This is an optimization exercise on Yosys and OpenROAD, whose aim is small area, not a production implementation.
Only simulation tests tie the RTL to the original design; equivalence was not proved.

== ember ==
==> flow/design.v <==
`default_nettype none
package alu_types_pkg;
	typedef logic [32-1:0] word_t;
	typedef logic [2*32-1:0] dword_t;
	typedef enum logic [3:0] {
		OP_AND  = 4'd0,
		OP_OR   = 4'd1,
		OP_NEG  = 4'd2,
		OP_NOT  = 4'd3,
		OP_ADD  = 4'd4,
		OP_SUB  = 4'd5,
		OP_MUL  = 4'd6,
		OP_DIV  = 4'd7,
		OP_SHR  = 4'd8,
		OP_SHRA = 4'd9,
		OP_SHL  = 4'd10,
		OP_ROR  = 4'd11,
		OP_ROL  = 4'd12
	} alu_op_t;
	typedef struct packed {
		alu_op_t op;
		word_t   y;
		word_t   b;
	} operand_s;
endpackage
`default_nettype wire
`default_nettype none
package alu_ctrl_pkg;
	typedef enum logic [1:0] {
		DIV_IDLE,
		DIV_PREP,
		DIV_ITER,
		DIV_FIX
	} div_state_t;
	typedef struct packed {
		logic [32-1:0] hi;
		logic [32-1:0] lo;
	} result_s;
endpackage
`default_nettype wire
`timescale 1ns/1ps
`default_nettype none
module alu_datapath (
	input  wire        clock,
	input  wire        rst_n,
	input  wire [31:0] bus,
	input  wire        y_in,
	input  wire        start,
	input  wire [3:0]  op,
	output wire [31:0] z_hi,
	output wire [31:0] z_lo,
	output reg         done,
	output wire        busy
);
	localparam [2:0] PH_IDLE = 3'd0;
	localparam [2:0] PH_PRE = 3'd4;
	localparam [2:0] PH_MAIN = 3'd1;
	localparam [2:0] PH_FIX1 = 3'd6;
	localparam [2:0] PH_FIX2 = 3'd7;
	localparam [2:0] PH_POST = 3'd3;
	localparam [2:0] PH_ZL = 3'd2;
	localparam [2:0] PH_SH = 3'd5;
	reg [31:0] y_q;
	reg [63:0] z_q;
	reg [2:0]  ph;
	reg [4:0]  cnt;
	reg [3:0]  op_q;
	reg [31:0] a;
	reg [31:0] q;
	reg [31:0] m;
	reg        c;
	reg        ys;
	assign z_hi = z_q[63:32];
	assign z_lo = z_q[31:0];
	assign busy = (ph != PH_IDLE);
	wire idle = (ph == PH_IDLE);
	wire p_pre  = (ph == PH_PRE);
	wire p_main = (ph == PH_MAIN);
	wire p_fix1 = (ph == PH_FIX1);
	wire p_fix2 = (ph == PH_FIX2);
	wire p_post = (ph == PH_POST);
	wire p_zl   = (ph == PH_ZL);
	wire p_sh   = (ph == PH_SH);
	wire cnt0  = (cnt == 5'd0);
	wire cnt31 = (cnt == 5'd31);
	wire o3 = op_q[3];
	wire o2 = op_q[2];
	wire o1 = op_q[1];
	wire o0 = op_q[0];
	wire o_mul  = ~o3 & o2 & o1 & ~o0;
	wire o_div  = ~o3 & o2 & o1 & o0;
	wire o_ldb  = ~o3 & ~o1;                        
	wire o_neg  = ~o3 & ~o2 & o1;                   
	wire o_sub  = ~o3 & o2 & ~o1 & o0;
	wire o_andc = (~o2 & ~o1 & ~o0) | (o3 & o2);    
	wire o_orc  = ~o2 & o0 & (o3 == o1);            
	wire o_sra  = o3 & ~o2 & ~o1 & o0;
	wire o_left = o2 | (o1 & ~o0);                  
	wire i_mul   = (op == 4'd6);
	wire i_div   = (op == 4'd7);
	wire i_shift = op[3] & (~op[2] | (~op[1] & ~op[0]));
	wire i_c0    = (op == 4'd5) | (op == 4'd2);     
	wire nz = |a[31:0];
	wire dinv = ~c ^ m[31];
	wire en = p_main ? (o0 | q[0]) :
	          p_fix1 ? c :
	          p_fix2 ? (ys & nz) :
	          (p_post & cnt31 & o_ldb);
	wire inv = p_main ? (o0 ? dinv : (cnt0 & q[0])) :
	           (p_fix1 | p_fix2) ? dinv :
	           (p_pre & q[31]);
	wire cin = inv & ~p_pre;
	localparam integer SPL = 20;
	wire b_one  = en ^ inv;
	wire [31:0] bop;
	genvar bi;
	generate
		for (bi = 0; bi < 32; bi = bi + 1) begin : g_bop
			assign bop[bi] = m[bi] ? b_one : inv;
		end
	endgenerate
	wire [31:0] s;
	wire [31:0] u;
	wire [32:0] cy;
	wire [31:SPL] pp;
	assign cy[0] = cin;
	genvar gi;
	generate
		for (gi = 0; gi < 32; gi = gi + 1) begin : g_add
			wire ci = (gi == SPL) ? 1'b0 : cy[gi];
			assign u[gi] = a[gi] ^ bop[gi] ^ ci;
			assign cy[gi+1] = (a[gi] & bop[gi]) | (a[gi] & ci) | (bop[gi] & ci);
			if (gi < SPL) begin : g_lo
				assign s[gi] = u[gi];
			end else begin : g_hi
				if (gi == SPL) begin : g_p0
					assign pp[gi] = 1'b1;
				end else begin : g_pn
					assign pp[gi] = pp[gi-1] & u[gi-1];
				end
				assign s[gi] = u[gi] ^ (cy[SPL] & pp[gi]);
			end
		end
	endgenerate
	wire s32 = (a[31] & bop[31]) | (a[31] & s[31]) | (bop[31] & s[31]);
	wire s0g  = s[0] & ~o_div;
	wire sx   = q[0] ^ (o_neg | (o_div & ys));
	wire sy   = s0g ^ o_sub;
	wire ssum = sx ^ sy ^ c;
	wire scar = (sx & sy) | (sx & c) | (sy & c);
	wire f = p_main ? s[0] :
	         (p_sh & o_sra) ? q[31] :
	         o_andc ? (q[0] & s0g) :
	         (o_orc | p_fix2) ? (q[0] | s0g) : ssum;
	wire lfill = p_main ? ~s[31] : (q[31] & ~(p_sh & o1));
	wire q_sr = (p_main & ~o0) | p_post | p_fix2 | (p_sh & ~o_left);
	wire q_sl = (p_main & o0) | p_pre | p_fix1 | (p_sh & o_left);
	wire a_r  = (p_main & ~o0) | (p_post & ~o_div);
	wire a_l  = (p_main & o0 & ~cnt0) | p_pre;
	wire a_sr = a_r;
	wire a_sl = a_l;
	wire a_su = ~idle & ~a_r & ~a_l;
	wire q_ld = idle;
	wire q_rr = q_sr;
	wire q_ll = q_sl;
	wire [31:0] a_rsrc = {s32 & o_mul, s[31:1]};
	wire [31:0] a_lsrc = {s[30:0], q[31]};
	wire [31:0] a_nxt = ({32{a_sr}} & a_rsrc) | ({32{a_sl}} & a_lsrc) | ({32{a_su}} & s);
	wire [31:0] q_nxt = ({32{q_ld}} & y_q) | ({32{q_rr}} & {f, q[31:1]}) | ({32{q_ll}} & {q[30:0], lfill});
	always @(posedge clock) begin
		a <= a_nxt;
		q <= q_nxt;
		if (idle) begin
			m <= bus;
			op_q <= op;
		end
	end
	wire nq = m[31] | (ys & ~q[0]);
	always @(posedge clock) begin
		if (idle)
			c <= i_c0;
		else if (p_fix2)
			c <= nq ^ (ys & nz);
		else if (p_pre | (p_main & o0) | p_fix1)
			c <= s[31];
		else
			c <= scar;
		if (p_pre)
			ys <= q[31];
		else if (p_fix2)
			ys <= nq;
	end
	always @(posedge clock or negedge rst_n) begin
		if (!rst_n) begin
			ph <= PH_IDLE;
		end else begin
			case (ph)
				PH_IDLE: if (start) ph <= i_shift ? PH_SH : (i_mul ? PH_MAIN : (i_div ? PH_PRE : PH_POST));
				PH_PRE:  ph <= PH_MAIN;
				PH_MAIN: if (cnt0) ph <= o0 ? PH_FIX1 : PH_ZL;
				PH_FIX1: ph <= PH_FIX2;
				PH_FIX2: ph <= PH_POST;
				PH_POST: if (cnt0) ph <= PH_ZL;
				PH_ZL:   ph <= PH_IDLE;
				default: if (cnt0) ph <= PH_IDLE;
			endcase
		end
	end
	always @(posedge clock) begin
		if (idle)
			cnt <= i_shift ? bus[4:0] : {5{~i_div}};
		else if (~(p_fix1 | p_fix2))
			cnt <= cnt - 5'd1;
	end
	wire zl_next = (p_main & cnt0 & ~o0) | (p_post & cnt0) |
	               (idle & start & i_shift & (bus[4:0] == 5'd0)) |
	               (p_sh & (cnt == 5'd1));
	reg zl;
	reg zln;
	always @(posedge clock or negedge rst_n) begin
		if (!rst_n)
			zl <= 1'b0;
		else
			zl <= zl_next;
	end
	always @(posedge clock)
		zln <= ~zl_next;
	always @(posedge clock or negedge rst_n) begin
		if (!rst_n)
			y_q <= 32'd0;
		else if (y_in)
			y_q <= bus;
	end
	always @(posedge clock or negedge rst_n) begin
		if (!rst_n) begin
			z_q <= 64'd0;
			done <= 1'b0;
		end else begin
			done <= zl;
			z_q <= ({64{zl}} & {a[31:0], q}) | ({64{zln}} & z_q);
		end
	end
endmodule
`default_nettype wire
clock: 13.0 ns
lec_check: 0
abc_area: 1
cap_margin: 0
core_margin: 2
core_utilization: 55
gpl_timing_driven: 0
slew_margin: 0
standard.sh (not shown) runs the stock make flow with config.mk's settings and CLKGATE_MAP_FILE= SYNTH_SCRIPT=/design/flow/synth_recipe.tcl, a recipe that flattens the netlist after the stock synthesis.
==> flow/flow/run.sh <==
#!/bin/bash
# The standard layout (standard.sh) with these changes:
#  - ABC maps the logic for area (&nf -a) instead of delay; timing is
#    repaired by OpenROAD later in the flow, as usual;
#  - every I/O port is buffered by the smallest buffer (buf_1);
#  - CTS inserts no dummy loads.
# Each tool's output goes to the ORFS logs under orfs/logs; this script's
# own output goes to run.log.
set -o pipefail
exec > run.log 2>&1
cp -r "$FLOW_HOME/scripts" ./scripts_area
printf '&get -n\n&st\n&dch -f\n&nf -a -R 1000\n&put\n' > ./scripts_area/abc_area.script
export SCRIPTS_DIR="$PWD/scripts_area"
export BUFFER_PORTS_ARGS="-buffer_cell sky130_fd_sc_hd__buf_1"
export CTS_ARGS="-sink_clustering_enable -repair_clock_nets -buf_list sky130_fd_sc_hd__clkbuf_8 -sink_clustering_size 16 -sink_clustering_max_diameter 60 -dont_use_dummy_load"
export REMOVE_ABC_BUFFERS=1
bash standard.sh
Edits applied to the flow inputs when going from ember to yarrow:
--- a/flow/design.v
+++ b/flow/design.v
@@ -108,20 +108,13 @@
 	          (p_post & cnt31 & o_ldb);
 	wire inv = p_main ? (o0 ? dinv : (cnt0 & q[0])) :
 	           (p_fix1 | p_fix2) ? dinv :
 	           (p_pre & q[31]);
 	wire cin = inv & ~p_pre;
 	localparam integer SPL = 20;
-	wire b_one  = en ^ inv;
-	wire [31:0] bop;
-	genvar bi;
-	generate
-		for (bi = 0; bi < 32; bi = bi + 1) begin : g_bop
-			assign bop[bi] = m[bi] ? b_one : inv;
-		end
-	endgenerate
+	wire [31:0] bop = (m & {32{en}}) ^ {32{inv}};
 	wire [31:0] s;
 	wire [31:0] u;
 	wire [32:0] cy;
 	wire [31:SPL] pp;
 	assign cy[0] = cin;
 	genvar gi;
### Flow results
- yarrow completed every stage of the flow, and the final layout passed the timing, DRC and antenna checks.
- Compare yarrow and ember | global placement routability congestion lower: ember
- Changes observed in yarrow relative to ember: fraction of the mapped netlist area in compound gates moved down; post-layout instance count excluding filler cells level.
- Pin count of the biggest net entering global routing: yarrow < ember
- Summary of yarrow over ember: chip width moved up; fmax now sits higher.
- Going from ember to yarrow, met2 capacity usage during global routing saw a decrease; portion of the clock cycle consumed by the worst path in the final layout fell by 0.65 points; global-route usage now sits lower.

## afterwards: timing with drivers on the ports
Ports are ideal in the flow. The routed layouts listed here were re-timed in OpenROAD.
Step 1 assumes that a clkbuf_16 drives the clock port and a buf_2 every other input.
Step 2 adds t to the input delays and takes it off the output delays; t is the mean of the earliest and latest rising clock arrival at the registers after step 1. Input paths then give back, and output paths get back, about the clock's delay inside the block.
Slacks: no drivers / after step 1 / after step 2; pairs: no drivers / after step 1.
run	t, ns	setup slack, ns	worst setup path at the end	worst slew at a driven data input, ns	pins driven straight from the clock port
ember	0.535	0.678 / 0.678 / 0.678	register to register	0.05	1
yarrow	0.530	0.763 / 0.763 / 0.763	register to register	0.06	1
After both steps setup and hold are still met in every run listed.
